This design comes from an exercise in tuning for small area on the open sky130 flow, not from production work. Only simulation tests tie the RTL to the original design; equivalence was not proved. No activity file was given, so power comes from the tool's default toggle rates.

==> flow/design.v (excerpt) <==
module cache_repl8 (
  input  logic        clock,
  input  logic        rst,
  input  logic        upd_valid_i,
  input  logic [31:0] upd_addr_i,
  input  logic [2:0]  upd_way_i,
  input  logic        vic_req_i,
  input  logic [31:0] vic_addr_i,
  input  logic [7:0]  way_valid_i,
  output logic        vic_valid_o,
  output logic [2:0]  vic_way_o,
  output logic        init_busy_o
);
  logic        running;
  logic [12:0] blk_rd [16];
  logic [7:0]  blk_rs [16];
  logic [2:0]  blk_vd [16];
  logic [15:0] upd_hi, upd_lo;    
  logic [15:0] vic_hi, vic_lo;    
  logic [7:0]  upd_pr;            
  logic [12:0] rd_own, own_n, wr_own;
  logic [7:0]  rd_sh, sh_n, wr_sh;
  logic [2:0]  vic_lru, victim;
  logic        wr_en, upd_fwd, pair_fwd, vic_fwd;
  logic [15:0] p_hi, p_lo, p_hi_n, p_lo_n;
  logic        p_valid;
  logic [2:0]  p_way;
  logic [12:0] p_own;
  logic [7:0]  p_sh;
  logic [7:0]  p_pr;
  logic        p_odd;
  assign upd_hi = 16'd1 << upd_addr_i[11:8];
  assign upd_lo = 16'd1 << upd_addr_i[7:4];
  assign upd_pr = 8'd1 << upd_addr_i[7:5];
  assign vic_hi = 16'd1 << vic_addr_i[11:8];
  assign vic_lo = 16'd1 << vic_addr_i[7:4];
  always_ff @(posedge clock) begin
    if (rst)                                      init_busy_o <= 1'b1;
    else if (init_busy_o && p_hi[15] && p_lo[15]) init_busy_o <= 1'b0;
  end
  assign running = ~init_busy_o;
  always_ff @(posedge clock) begin
    if (rst) begin
      p_hi_n <= ~16'd1;
      p_lo_n <= ~16'd1;
    end else if (init_busy_o) begin
      p_lo_n <= {p_lo_n[14:0], p_lo_n[15]};
      if (p_lo[15]) p_hi_n <= {p_hi_n[14:0], p_hi_n[15]};
    end else begin
      p_hi_n <= ~upd_hi;
      p_lo_n <= ~upd_lo;
    end
  end
  assign p_hi = ~p_hi_n;
  assign p_lo = ~p_lo_n;
  always_comb begin
    for (int m = 0; m < 8; m++) p_pr[m] = p_lo[2*m] || p_lo[2*m+1];
  end
  assign p_odd = |(p_lo & 16'hAAAA);
  assign upd_fwd  = p_valid && |(p_hi & upd_hi) && |(p_lo & upd_lo);
  assign pair_fwd = p_valid && |(p_hi & upd_hi) && |(p_pr & upd_pr);
  ...
For scale: roughly 9800 cells after synthesis, ~4000 flip-flops, roughly 160000 um^2 of cells after synthesis.
==> flow/config.mk <==
export PLATFORM = sky130hd
export DESIGN_NAME = cache_repl8
export DESIGN_NICKNAME = cache_repl8
export VERILOG_FILES = /design/flow/design.v
export SDC_FILE = /design/flow/constraint.sdc
export NUM_CORES = 4
export LEC_CHECK = 0
export CAP_MARGIN = 20
export CORE_MARGIN = 2
export CORE_UTILIZATION = 50
export CTS_BUF_LIST = sky130_fd_sc_hd__clkbuf_8
export CTS_CLUSTER_DIAMETER = 60
export CTS_CLUSTER_SIZE = 15
export GPL_TIMING_DRIVEN = 1
export PLACE_DENSITY = 0.6
export SLEW_MARGIN = 20
export SYNTH_HIERARCHICAL = 1
export SYNTH_MEMORY_MAX_BITS = 16384
==> flow/constraint.sdc <==
create_clock -name core_clock -period 10.0 [get_ports {clock}]
set_input_delay 2.0000 -clock core_clock [delete_from_list [all_inputs] [get_ports {clock}]]
set_output_delay 2.0000 -clock core_clock [all_outputs]
set_load 0.01 [all_outputs]
run.sh (not shown) runs the stock make flow with config.mk's settings and CLKGATE_MAP_FILE= SYNTH_SCRIPT=/design/flow/synth_recipe.tcl, a recipe that flattens the netlist after the stock synthesis.
Then changed:
CORE_UTILIZATION = 60   (was 50)
PLACE_DENSITY = 0.7   (was 0.6)
After rerunning:
- core utilization rises by 10 points
- clock skew decreases by 0.0047 ns
- register-to-register slack improved by 0.44 ns
- total power fell by 3.1%
- maximum frequency came out higher by 4.9%
- global-route usage rises by 5.5 points
- area after synthesis stays the same
- first-iteration DRC count increases by 6.5%
Then changed:
CAP_MARGIN = 15   (was 20)
CORE_UTILIZATION = 55   (was 60)
CTS_CLUSTER_DIAMETER = 80   (was 60)
CTS_CLUSTER_SIZE = 16   (was 15)
PLACE_DENSITY = 0.65   (was 0.7)
SLEW_MARGIN = 15   (was 20)
=> First-iteration DRC count rose by 2.7%. Non-clock buffer count fell by 43. Sequential share of layout area climbs by 0.24 points. Final area shrinks by 0.33%. Critical path depth climbs by 2.

-- separate check: timing with driven ports --
How much do the figures lean on ideal ports? The routed layouts below were timed once more, with nothing changed but the port constraints. Step 1: set_driving_cell puts a clkbuf_16 on clock and a buf_2 on each other input, an assumption about the parent block. Step 2 times the ports against the registers' clock, not the clock port: input delays grow and output delays shrink by t, the midpoint of the rising clock arrivals with the driver on. Three values: ideal, step 1, step 2; two values: the first two.
run | t (ns) | setup WS [ns] | slew at the worst register clock pin (ns) | worst slew at a driven data input, ns
the first run | 1.210 | 0.474 / 0.474 / 0.474 | 0.10 / 0.10 | 0.20
the second run | 1.156 | 0.917 / 0.917 / 0.917 | 0.11 / 0.11 | 0.23
the third run | 1.176 | 0.916 / 0.916 / 0.916 | 0.12 / 0.12 | 0.22
After both steps setup and hold are still met in every run listed.
